What follows belongs to an exercise in optimizing a design on an open flow for small area; a production flow would make more cautious choices. Where RTL was checked, it was by simulation tests only, not by an equivalence proof against the original.

==> run Z: inputs <==
==> flow/design.v <==
module dense_1_feeder #(
  parameter int IN_W            = 32,
  parameter int OUT_W           = 128,
  parameter int WORDS_PER_FRAME = 8,
  parameter int GAP             = 64,
  parameter int DEPTH           = 16
) (
  input  logic             clk,
  input  logic             rst,
  input  logic             vld_in,
  input  logic [IN_W-1:0]  data_in,
  output logic             rdy_out,
  output logic             vld_out,
  output logic [OUT_W-1:0] data_out,
  output logic             last_out,
  output logic             ovf
);
  localparam int PACK    = OUT_W / IN_W;
  localparam int PACK_W  = (PACK > 1) ? $clog2(PACK) : 1;
  localparam int FRAME_W = (WORDS_PER_FRAME > 1) ? $clog2(WORDS_PER_FRAME) : 1;
  localparam int GAP_W   = $clog2(GAP);
  localparam int CNT_W   = $clog2(DEPTH) + 1;
  localparam int RING_N  = DEPTH - 1;
  localparam int POS_W   = $clog2(RING_N);
  localparam int OCC_W   = $clog2(RING_N + 1);
  localparam int TAP     = 4;
  logic [PACK_W-1:0]        pack_cnt;
  logic [GAP_W-1:0]         gap_cnt;
  logic [FRAME_W-1:0]       rd_idx;
  logic [CNT_W-1:0]         fifo_count;
  logic [RING_N-1:0][PACK-1:0][IN_W-1:0] ring_q;
  logic [RING_N-1:0][PACK-1:0][IN_W-1:0] ring;
  logic [POS_W-1:0]             r_pos;      
  logic [CNT_W-1:0]             n_slot;     
  logic [PACK-1:0][IN_W-1:0]    lb;
  logic [PACK-1:0]              lb_vld;
  logic [PACK-1:0][POS_W-1:0]   w_pos;      
  logic [PACK-1:0][OCC_W-1:0]   occ;        
  logic [PACK-1:0][IN_W-1:0]    hd;
  logic [PACK-1:0]              hd_fill;
  logic                         hd_vld;
  logic               accept;
  logic               push;
  logic               pop;
  logic               bypass;
  logic               at_tap;
  logic [PACK-1:0]    tap_fill;
  logic [PACK-1:0]    fill_now;
  logic               release_hd;
  logic [PACK-1:0]    drop;
  logic [PACK-1:0]    beat_here;
  logic [RING_N-1:0][PACK-1:0] wr_here;
  logic [PACK-1:0]    wr_lane;
  logic [POS_W-1:0]   last_dist;
  logic               keep_last;
  assign rdy_out = !rst && (fifo_count < CNT_W'(DEPTH));
  assign accept  = vld_in && rdy_out;
  assign push    = accept && (pack_cnt == PACK_W'(PACK - 1));
  assign pop     = (fifo_count != '0) && (gap_cnt == '0);
  assign hd_vld  = &hd_fill;
  always_comb begin
    for (int j = 0; j < PACK; j++) begin
      beat_here[j] = accept && (pack_cnt == PACK_W'(PACK - 1 - j));
    end
  end
  assign bypass = (fifo_count == '0);
  assign at_tap = !hd_vld && (r_pos == POS_W'(RING_N - 1));
  always_comb begin
    for (int j = 0; j < PACK; j++) begin
      tap_fill[j] = at_tap && (occ[j] != '0);
      fill_now[j] = tap_fill[j] || (bypass && beat_here[j]);
    end
  end
  assign release_hd = !rst && !hd_vld && (&(hd_fill | fill_now));
  always_comb begin
    for (int j = 0; j < PACK; j++) begin
      drop[j] = release_hd && (occ[j] == '0);
    end
  end
  always_comb begin
    for (int j = 0; j < PACK; j++) begin
      wr_lane[j] = 1'b0;
      for (int p = 0; p < RING_N; p++) begin
        wr_here[p][j] = (p % TAP == 0) && !rst && lb_vld[j] && !drop[j] &&
                        (occ[j] != OCC_W'(RING_N)) &&
                        (w_pos[j] == POS_W'((p + RING_N - 1) % RING_N));
        wr_lane[j] = wr_lane[j] | wr_here[p][j];
      end
    end
  end
  assign last_dist = (r_pos == POS_W'(RING_N - 1)) ? '0 : r_pos + 1'b1;
  assign keep_last = !rst && !(release_hd && r_pos == POS_W'(RING_N - 1)) &&
                     ({1'b0, last_dist} < n_slot);
  always_comb begin
    for (int p = 0; p < RING_N; p++) begin
      ring[p] = ((p / TAP) % 2 == 1) ? ~ring_q[p] : ring_q[p];
    end
  end
  always_ff @(posedge clk) begin
    for (int j = 0; j < PACK; j++) begin
      for (int p = 0; p < RING_N; p++) begin
        if (p == 0) begin
          ring_q[p][j] <= (ring[RING_N-1][j] & {IN_W{keep_last}}) | (lb[j] & {IN_W{wr_here[p][j]}});
        end else if (p % TAP == 0) begin
          ring_q[p][j] <= (((p / TAP) % 2 == 1) ? ~(ring[p-1][j] | (lb[j] & {IN_W{wr_here[p][j]}}))
                                                :  (ring[p-1][j] | (lb[j] & {IN_W{wr_here[p][j]}})));
        end else begin
          ring_q[p][j] <= ring_q[p-1][j];
        end
      end
    end
  end
  always_ff @(posedge clk) begin
    for (int j = 0; j < PACK; j++) begin
      if (beat_here[j]) lb[j] <= data_in;
      if (bypass && beat_here[j]) begin
        hd[j] <= data_in;
      end else if (tap_fill[j]) begin
        hd[j] <= ring[RING_N-1][j];
      end
    end
  end
  always_ff @(posedge clk) begin
    if (rst) begin
      pack_cnt   <= '0;
      gap_cnt    <= '0;
      rd_idx     <= '0;
      fifo_count <= '0;
      r_pos      <= '0;
      n_slot     <= '0;
      lb_vld     <= '0;
      w_pos      <= '0;
      occ        <= '0;
      hd_fill    <= '0;
      vld_out    <= 1'b0;
      data_out   <= '0;
      last_out   <= 1'b0;
      ovf        <= 1'b0;
    end else begin
      if (vld_in && !rdy_out) begin
        ovf <= 1'b1;
      end
      if (accept) begin
        pack_cnt <= pack_cnt + 1'b1;
      end
      if (push && !pop) begin
        fifo_count <= fifo_count + 1'b1;
      end else if (pop && !push) begin
        fifo_count <= fifo_count - 1'b1;
      end
      if (pop) begin
        gap_cnt <= GAP_W'(GAP - 1);
      end else if (gap_cnt != '0) begin
        gap_cnt <= gap_cnt - 1'b1;
      end
      if (beat_here[PACK-1] && !release_hd) begin
        n_slot <= n_slot + 1'b1;
      end else if (release_hd && !beat_here[PACK-1]) begin
        n_slot <= n_slot - 1'b1;
      end
      if (!release_hd) r_pos <= (r_pos == POS_W'(RING_N - 1)) ? '0 : r_pos + 1'b1;
      for (int j = 0; j < PACK; j++) begin
        if (beat_here[j] && !drop[j]) begin
          lb_vld[j] <= 1'b1;
        end else if (wr_lane[j] || drop[j]) begin
          lb_vld[j] <= 1'b0;
        end
        if (!(wr_lane[j] || drop[j])) begin
          w_pos[j] <= (w_pos[j] == POS_W'(RING_N - 1)) ? '0 : w_pos[j] + 1'b1;
        end
        if (wr_lane[j] && !(release_hd && !drop[j])) begin
          occ[j] <= occ[j] + 1'b1;
        end else if (!wr_lane[j] && release_hd && !drop[j]) begin
          occ[j] <= occ[j] - 1'b1;
        end
      end
      if (pop) begin
        hd_fill <= '0;
      end else begin
        hd_fill <= hd_fill | fill_now;
      end
      vld_out <= pop;
      if (pop) begin
        rd_idx   <= rd_idx + 1'b1;
        data_out <= hd;
        last_out <= (rd_idx == FRAME_W'(WORDS_PER_FRAME - 1));
      end else begin
        last_out <= 1'b0;
      end
    end
  end
endmodule
==> flow/run.sh <==
#!/bin/bash
# synth_recipe.tcl (not shown) runs the flow's synth.tcl, then flattens the netlist and writes it again
# the make line also repeats each setting of config.mk as NAME=value (left out here)
make -C /OpenROAD-flow-scripts/flow DESIGN_CONFIG=/design/flow/config.mk WORK_HOME=/design/flow/orfs CLKGATE_MAP_FILE= SYNTH_SCRIPT=/design/flow/synth_recipe.tcl finish
==> flow/config.mk <==
export PLATFORM = sky130hd
export DESIGN_NAME = dense_1_feeder
export DESIGN_NICKNAME = dense_1_feeder
export VERILOG_FILES = /design/flow/design.v
export SDC_FILE = /design/flow/constraint.sdc
export NUM_CORES = 4
export LEC_CHECK = 0
export ABC_AREA = 1
export CAP_MARGIN = 20
export CORE_MARGIN = 2
export CORE_UTILIZATION = 60
export CTS_CLUSTER_DIAMETER = 60
export CTS_CLUSTER_SIZE = 30
export SLEW_MARGIN = 20
==> flow/constraint.sdc <==
create_clock -name core_clock -period 5.0 [get_ports {clk}]
set_input_delay 1.0000 -clock core_clock [delete_from_list [all_inputs] [get_ports {clk}]]
set_output_delay 1.0000 -clock core_clock [all_outputs]
set_load 0.01 [all_outputs]
==> run X: changes against run Z <==
==> flow/design.v (replaced) <==
module dense_1_feeder #(
  parameter int IN_W            = 32,
  parameter int OUT_W           = 128,
  parameter int WORDS_PER_FRAME = 8,
  parameter int GAP             = 64,
  parameter int DEPTH           = 16
) (
  input  logic             clk,
  input  logic             rst,
  input  logic             vld_in,
  input  logic [IN_W-1:0]  data_in,
  output logic             rdy_out,
  output logic             vld_out,
  output logic [OUT_W-1:0] data_out,
  output logic             last_out,
  output logic             ovf
);
  localparam int PACK    = OUT_W / IN_W;
  localparam int PACK_W  = (PACK > 1) ? $clog2(PACK) : 1;
  localparam int FRAME_W = (WORDS_PER_FRAME > 1) ? $clog2(WORDS_PER_FRAME) : 1;
  localparam int GAP_W   = $clog2(GAP);
  localparam int PTR_W   = $clog2(DEPTH);
  localparam int CNT_W   = $clog2(DEPTH) + 1;
  localparam int RING_N  = 15;
  logic [PACK_W-1:0]        pack_cnt;
  logic [OUT_W-IN_W-1:0]    pack_word;
  logic [GAP_W-1:0]         gap_cnt;
  logic [PTR_W-1:0]         wr_ptr;
  logic [PTR_W-1:0]         rd_ptr;
  logic [CNT_W-1:0]         fifo_count;
  logic [OUT_W-1:0]         hd;
  logic                     hd_vld;
  logic [OUT_W-1:0]         wb;
  logic                     wb_vld;
  logic [RING_N-1:0][OUT_W-1:0] ring;
  logic [RING_N-1:0][PTR_W-1:0] ring_seq;
  logic [RING_N-1:0]            ring_vld;
  logic               accept;
  logic               push;
  logic               pop;
  logic [OUT_W-1:0]   packed_next;
  logic               to_hd;
  logic               rd_hit;
  logic [RING_N-1:0]  in_free;
  logic [RING_N-1:0]  wr_here;
  assign rdy_out = !rst && (fifo_count < CNT_W'(DEPTH));
  assign accept  = vld_in && rdy_out;
  assign push    = accept && (pack_cnt == PACK_W'(PACK - 1));
  assign pop     = (fifo_count != '0) && (gap_cnt == '0);
  assign packed_next = {pack_word, data_in};
  assign to_hd  = push && !hd_vld && (fifo_count == '0);
  assign rd_hit = !hd_vld && ring_vld[RING_N-1] && (ring_seq[RING_N-1] == rd_ptr);
  always_comb begin
    logic taken;
    taken = 1'b0;
    for (int p = 0; p < RING_N; p++) begin
      in_free[p] = !ring_vld[(p + RING_N - 1) % RING_N] || (p == 0 && rd_hit);
      wr_here[p] = 1'b0;
      if (p % 4 == 0 && wb_vld && in_free[p] && !taken) begin
        wr_here[p] = 1'b1;
        taken      = 1'b1;
      end
    end
  end
  always_ff @(posedge clk) begin
    for (int p = 0; p < RING_N; p++) begin
      if (wr_here[p]) begin
        ring[p]     <= wb;
        ring_seq[p] <= wr_ptr - 1'b1;
      end else begin
        ring[p]     <= ring[(p + RING_N - 1) % RING_N];
        ring_seq[p] <= ring_seq[(p + RING_N - 1) % RING_N];
      end
    end
  end
  always_ff @(posedge clk) begin
    if (rst) begin
      ring_vld <= '0;
    end else begin
      for (int p = 0; p < RING_N; p++) begin
        ring_vld[p] <= wr_here[p] ||
                       (ring_vld[(p + RING_N - 1) % RING_N] && !(p == 0 && rd_hit));
      end
    end
  end
  always_ff @(posedge clk) begin
    if (accept) pack_word <= packed_next[OUT_W-IN_W-1:0];
    if (push && !to_hd) wb <= packed_next;
    if (to_hd) begin
      hd <= packed_next;
    end else if (rd_hit) begin
      hd <= ring[RING_N-1];
    end
  end
  always_ff @(posedge clk) begin
    if (rst) begin
      pack_cnt   <= '0;
      gap_cnt    <= '0;
      wr_ptr     <= '0;
      rd_ptr     <= '0;
      fifo_count <= '0;
      hd_vld     <= 1'b0;
      wb_vld     <= 1'b0;
      vld_out    <= 1'b0;
      data_out   <= '0;
      last_out   <= 1'b0;
      ovf        <= 1'b0;
    end else begin
      if (vld_in && !rdy_out) begin
        ovf <= 1'b1;
      end
      if (accept) begin
        pack_cnt <= pack_cnt + 1'b1;
      end
      if (push) begin
        wr_ptr <= wr_ptr + 1'b1;
      end
      if (push && !pop) begin
        fifo_count <= fifo_count + 1'b1;
      end else if (pop && !push) begin
        fifo_count <= fifo_count - 1'b1;
      end
      if (pop) begin
        gap_cnt <= GAP_W'(GAP - 1);
      end else if (gap_cnt != '0) begin
        gap_cnt <= gap_cnt - 1'b1;
      end
      if (push && !to_hd) begin
        wb_vld <= 1'b1;
      end else if (|wr_here) begin
        wb_vld <= 1'b0;
      end
      if (to_hd || rd_hit) begin
        hd_vld <= 1'b1;
      end else if (pop) begin
        hd_vld <= 1'b0;
      end
      vld_out <= pop;
      if (pop) begin
        rd_ptr   <= rd_ptr + 1'b1;
        data_out <= hd;
        last_out <= (rd_ptr[FRAME_W-1:0] == FRAME_W'(WORDS_PER_FRAME - 1));
      end else begin
        last_out <= 1'b0;
      end
    end
  end
endmodule
ABC_AREA = default   (was 1)
CORE_UTILIZATION = 40   (was 60)
CTS_CLUSTER_DIAMETER = default   (was 60)
CTS_CLUSTER_SIZE = default   (was 30)
==> run G: changes against run Z <==
--- a/flow/design.v
+++ b/flow/design.v
@@ -29,5 +29,4 @@
   logic [FRAME_W-1:0]       rd_idx;
   logic [CNT_W-1:0]         fifo_count;
-  logic [RING_N-1:0][PACK-1:0][IN_W-1:0] ring_q;
   logic [RING_N-1:0][PACK-1:0][IN_W-1:0] ring;
   logic [POS_W-1:0]             r_pos;      
@@ -92,20 +91,9 @@
   assign keep_last = !rst && !(release_hd && r_pos == POS_W'(RING_N - 1)) &&
                      ({1'b0, last_dist} < n_slot);
-  always_comb begin
-    for (int p = 0; p < RING_N; p++) begin
-      ring[p] = ((p / TAP) % 2 == 1) ? ~ring_q[p] : ring_q[p];
-    end
-  end
   always_ff @(posedge clk) begin
     for (int j = 0; j < PACK; j++) begin
-      for (int p = 0; p < RING_N; p++) begin
-        if (p == 0) begin
-          ring_q[p][j] <= (ring[RING_N-1][j] & {IN_W{keep_last}}) | (lb[j] & {IN_W{wr_here[p][j]}});
-        end else if (p % TAP == 0) begin
-          ring_q[p][j] <= (((p / TAP) % 2 == 1) ? ~(ring[p-1][j] | (lb[j] & {IN_W{wr_here[p][j]}}))
-                                                :  (ring[p-1][j] | (lb[j] & {IN_W{wr_here[p][j]}})));
-        end else begin
-          ring_q[p][j] <= ring_q[p-1][j];
-        end
+      ring[0][j] <= (ring[RING_N-1][j] & {IN_W{keep_last}}) | (lb[j] & {IN_W{wr_here[0][j]}});
+      for (int p = 1; p < RING_N; p++) begin
+        ring[p][j] <= ring[p-1][j] | (lb[j] & {IN_W{wr_here[p][j]}});
       end
     end
ABC_AREA = default   (was 1)
CTS_BUF_LIST = sky130_fd_sc_hd__clkbuf_8   (was default)
CTS_CLUSTER_DIAMETER = default   (was 60)
==> summary of the runs <==
First-iteration DRC count, highest first: run G, run Z, run X.
Between run X and run Z, the lower routed wire length is in run Z (gap about 8%, measured against run Z).
Of run Z and run X, run X has the higher register-to-register slack (gap 160 ps).
Core utilization, lowest first: run X, run Z, run G.
Only the layout flow was run in run Z and run G; the RTL was not checked for function there.

[port drivers added, routing unchanged]
The results above use ideal ports. As a check the final layouts listed here were re-extracted and re-timed, cells and wires unchanged. Step 1 assumes that a clkbuf_16 drives the clock port and a buf_2 every other input. Step 2 times the ports against the registers' clock, not the clock port: input delays grow and output delays shrink by t, the midpoint of the rising clock arrivals with the driver on. a / b / c = ideal / step 1 / step 2; a / b = the first two.
run	shift t [ns]	setup WS [ns]	hold WS [ns]	worst setup path at the end	worst slew at a driven data input, ns
run Z	0.802	1.390 / 1.390 / 0.658	0.302 / 0.302 / 0.302	input to register	0.05
run X	0.870	1.551 / 1.551 / 0.861	0.304 / 0.304 / 0.304	input to register	0.07
run G	0.986	1.054 / 1.054 / 0.350	0.292 / 0.291 / 0.292	input to register	0.05
After both steps every run listed still meets setup and hold. For run Z, which loses most, drivers alone change the setup slack by 0.000 ns; drivers and shift together by -0.732 ns.
